From an optimization exercise on the open Yosys and OpenROAD flow, aimed at small area, a short achievable clock period and few clock cycles per item; shortcuts taken in it are not production practice. At most, simulation tests tie the RTL to the original design; equivalence was not proved.

## rgb_to_hsv_converter_top
module rgb_to_hsv_converter_top (
  input  logic        clk,
  input  logic        rst,
  input  logic        push,
  input  logic [31:0] pixel,
  output logic        full,
  output logic        empty,
  input  logic        pop,
  output logic [39:0] hsv
);
  logic en;
  logic s1_vld;
  logic [7:0] s1_alpha;
  logic [7:0] s1_mx;
  logic [7:0] s1_d;
  logic s1_hq;
  logic [7:0] s1_hr;
  logic [1:0] s1_m3;
  logic s2_vld;
  logic [7:0] s2_alpha;
  logic [7:0] s2_mx;
  logic [7:0] s2_d;
  logic [2:0] s2_hq;
  logic [7:0] s2_hr;
  logic [1:0] s2_m3;
  logic s3_vld;
  logic [7:0] s3_alpha;
  logic [7:0] s3_mx;
  logic [7:0] s3_d;
  logic [4:0] s3_hq;
  logic [7:0] s3_hr;
  logic [1:0] s3_m3;
  logic s4_vld;
  logic [7:0] s4_alpha;
  logic [7:0] s4_mx;
  logic [7:0] s4_d;
  logic [6:0] s4_hq;
  logic [7:0] s4_hr;
  logic [1:0] s4_m3;
  logic s5_vld;
  logic [7:0] s5_alpha;
  logic [7:0] s5_mx;
  logic [7:0] s5_d;
  logic [8:0] s5_hq;
  logic [7:0] s5_hr;
  logic [1:0] s5_m3;
  logic [7:0] s5_sr;
  logic s5_sq;
  logic s6_vld;
  logic [7:0] s6_alpha;
  logic [7:0] s6_mx;
  logic [7:0] s6_d;
  logic [10:0] s6_hq;
  logic [7:0] s6_hr;
  logic [1:0] s6_m3;
  logic [7:0] s6_sr;
  logic [2:0] s6_sq;
  logic s7_vld;
  logic [7:0] s7_alpha;
  logic [7:0] s7_mx;
  logic [7:0] s7_d;
  logic [12:0] s7_hq;
  logic [7:0] s7_hr;
  logic [1:0] s7_m3;
  logic [7:0] s7_sr;
  logic [4:0] s7_sq;
  logic s8_vld;
  logic [7:0] s8_alpha;
  logic [7:0] s8_mx;
  logic [7:0] s8_d;
  logic [14:0] s8_hq;
  logic [7:0] s8_hr;
  logic [1:0] s8_m3;
  logic [7:0] s8_sr;
  ...
Size: roughly 2,300 cells after synthesis, ~430 flip-flops, about 0.026 sq mm of cells after synthesis.
clock: 8.5 ns
lec_check: 0
cap_margin: 20
core_margin: 2
core_utilization: 40
cts_buf_list: sky130_fd_sc_hd__clkbuf_8
setup_slack_margin: 4.0
slew_margin: 20
run.sh (not shown) runs the stock make flow with config.mk's settings and CLKGATE_MAP_FILE= SYNTH_SCRIPT=/design/flow/synth_recipe.tcl, a recipe that flattens the netlist after the stock synthesis.
Then changed:
--- a/flow/config.mk
+++ b/flow/config.mk
@@ -11 +10,0 @@
-export CTS_BUF_LIST = sky130_fd_sc_hd__clkbuf_8
The changed run produced a clean layout.
Wire length goes up by 0.77%.
Via count hardly moves.
Critical path depth goes up by 4.
Global-route usage goes down by 0.11 points.
Hold slack gains 8.9 ps.
Die area does not change.
No functional check of the RTL was part of any run of this note.


rgb_to_hsv_converter_top, a different RTL version from the one above (not shown whole).
For scale: ~430 flip-flops, ~25000 um2 of cells after synthesis.
clock: 8.5 ns
lec_check: 0
cap_margin: 20
core_margin: 2
core_utilization: 55
cts_buf_list: sky130_fd_sc_hd__clkbuf_8
place_density: 0.8
setup_slack_margin: 4.0
slew_margin: 20
tns_end_percent: 20
Testbench counts at the start, summed over its fixed seeds: cycles 8,264, items 8,192.
==> next run, changes <==
Settings changed: GPL_ROUTABILITY_DRIVEN set to 0, TNS_END_PERCENT 20 to unset.
The changed run went through all stages and came out clean.
Synthesized cell count does not change.
Area after synthesis does not change.
Count of clock-buffer cells in the layout came out lower by 2.
Worst hold slack is about the same.
==> next run, changes <==
==> flow/flow/run.sh (new file) <==
#!/bin/bash
set -euo pipefail
export BUFFER_PORTS_ARGS="-buffer_cell sky130_fd_sc_hd__buf_1"
bash standard.sh > standard.log 2>&1
==> flow/standard.sh (new file) <==
#!/bin/bash
# synth_recipe.tcl (not shown) runs the flow's synth.tcl, then flattens the netlist and writes it again
# the make line also repeats each setting of config.mk as NAME=value (left out here)
make -C /OpenROAD-flow-scripts/flow DESIGN_CONFIG=/design/flow/config.mk WORK_HOME=/design/flow/orfs CLKGATE_MAP_FILE= SYNTH_SCRIPT=/design/flow/synth_recipe.tcl "${@:-finish}"
Settings changed: GPL_ROUTABILITY_DRIVEN 0 to unset.
removed: flow/run.sh
Design area went down by 2.3%; synthesized area is unchanged; via count went down by 1.5%; worst setup slack gets better by 0.036 ns; first-iteration DRC count went down by 0.94%.
==> next run, changes <==
==> flow/run.sh (new file) <==
#!/bin/bash
# synth_recipe.tcl (not shown) runs the flow's synth.tcl, then flattens the netlist and writes it again
# the make line also repeats each setting of config.mk as NAME=value (left out here)
make -C /OpenROAD-flow-scripts/flow DESIGN_CONFIG=/design/flow/config.mk WORK_HOME=/design/flow/orfs CLKGATE_MAP_FILE= SYNTH_SCRIPT=/design/flow/synth_recipe.tcl finish
Settings changed: CORE_UTILIZATION 55 to 60, PLACE_DENSITY 0.8 to 0.85.
removed: flow/flow/run.sh
removed: flow/standard.sh
First-iteration DRC count shrinks slightly.
Clock skew grows by 0.0050 ns.
Cell area grows slightly.
Wire length shrinks slightly.
Utilization grows by 6.5 points.
==> next run, changes <==
Settings changed: CORE_UTILIZATION 60 to 55, PLACE_DENSITY 0.85 to 0.8.
What happened: The new run completed without violations. Global-route usage came out lower by 1.8 points. Area after synthesis is unchanged. Die area came out higher by about 9%. Final area came out higher by about 0.9%. Via count came out higher by 0.78%.


Another version of the RTL of rgb_to_hsv_converter_top (not shown whole).
For scale: ~2300 cells after synthesis, about 440 flip-flops, about 78 I/O pins, roughly 0.026 sq mm of cells after synthesis.
Settings: LEC_CHECK=0, CAP_MARGIN=0, CORE_MARGIN=2, CORE_UTILIZATION=40, CTS_BUF_LIST=sky130_fd_sc_hd__clkbuf_8, SETUP_SLACK_MARGIN=4.0, SLEW_MARGIN=0; clock period 8.5 ns.
Stock flow here: none of the scripts above is used.
Testbench counts at the start, summed over its fixed seeds: cycles 8,264, items 8,192.
Rerun with:
--- a/flow/config.mk
+++ b/flow/config.mk
@@ -6,8 +6,9 @@
 export NUM_CORES = 4
 export LEC_CHECK = 0
-export CAP_MARGIN = 0
+export CAP_MARGIN = 20
 export CORE_MARGIN = 2
-export CORE_UTILIZATION = 40
+export CORE_UTILIZATION = 65
 export CTS_BUF_LIST = sky130_fd_sc_hd__clkbuf_8
+export PLACE_DENSITY = 0.9
 export SETUP_SLACK_MARGIN = 4.0
-export SLEW_MARGIN = 0
+export SLEW_MARGIN = 20
What happened:
- design area falls by about 2.4%
- critical path depth is higher by 2
- global-route usage increases by 11 points
- wire length goes up by 2.1%
- non-clock buffer count drops by 18
- maximum frequency falls by about 0.3%
Rerun with:
--- a/flow/config.mk
+++ b/flow/config.mk
@@ -8,7 +8,7 @@
 export CAP_MARGIN = 20
 export CORE_MARGIN = 2
-export CORE_UTILIZATION = 65
+export CORE_UTILIZATION = 55
 export CTS_BUF_LIST = sky130_fd_sc_hd__clkbuf_8
-export PLACE_DENSITY = 0.9
+export PLACE_DENSITY = 0.8
 export SETUP_SLACK_MARGIN = 4.0
 export SLEW_MARGIN = 20
Die area goes up by 18%.
Design area goes up by 0.40%.
Setup slack improved by 0.22 ns.

afterwards: timing with drivers on the ports:
Ports are ideal in the flow. The routed layouts listed here were re-timed in OpenROAD.
Step 1 sets driving cells, clkbuf_16 on the clock port and buf_2 on the other inputs (assumed; they add their load-dependent delay and slew).
Step 2 adds t to the input delays and takes it off the output delays; t is the mean of the earliest and latest rising clock arrival at the registers after step 1. Input paths then give back, and output paths get back, about the clock's delay inside the block.
Three values: ideal, step 1, step 2; two values: the first two.
run	t, ns	setup WS [ns]	hold WS [ns]
the first run of note 1	0.698	4.000 / 4.000 / 3.495	0.405 / 0.405 / 0.405
the second run of note 1	0.649	4.007 / 4.007 / 3.550	0.414 / 0.414 / 0.414
the first run of note 2	0.680	4.033 / 4.033 / 3.565	0.407 / 0.407 / 0.407
the second run of note 2	0.648	4.102 / 4.080 / 3.519	0.408 / 0.408 / 0.408
the third run of note 2	0.663	4.138 / 4.138 / 3.950	0.412 / 0.412 / 0.412
the fourth run of note 2	0.662	4.124 / 4.089 / 3.699	0.401 / 0.401 / 0.401
the fifth run of note 2	0.675	4.136 / 4.117 / 3.613	0.409 / 0.409 / 0.409
the first run of note 3	0.697	3.956 / 3.956 / 3.499	0.393 / 0.393 / 0.393
the second run of note 3	0.672	3.941 / 3.941 / 3.522	0.388 / 0.388 / 0.388
the third run of note 3	0.677	4.163 / 4.163 / 3.531	0.413 / 0.413 / 0.413
After both steps setup and hold are still met in every run listed. For the third run of note 3, which loses most, drivers alone change the setup slack by 0.000 ns; drivers and shift together by -0.632 ns.
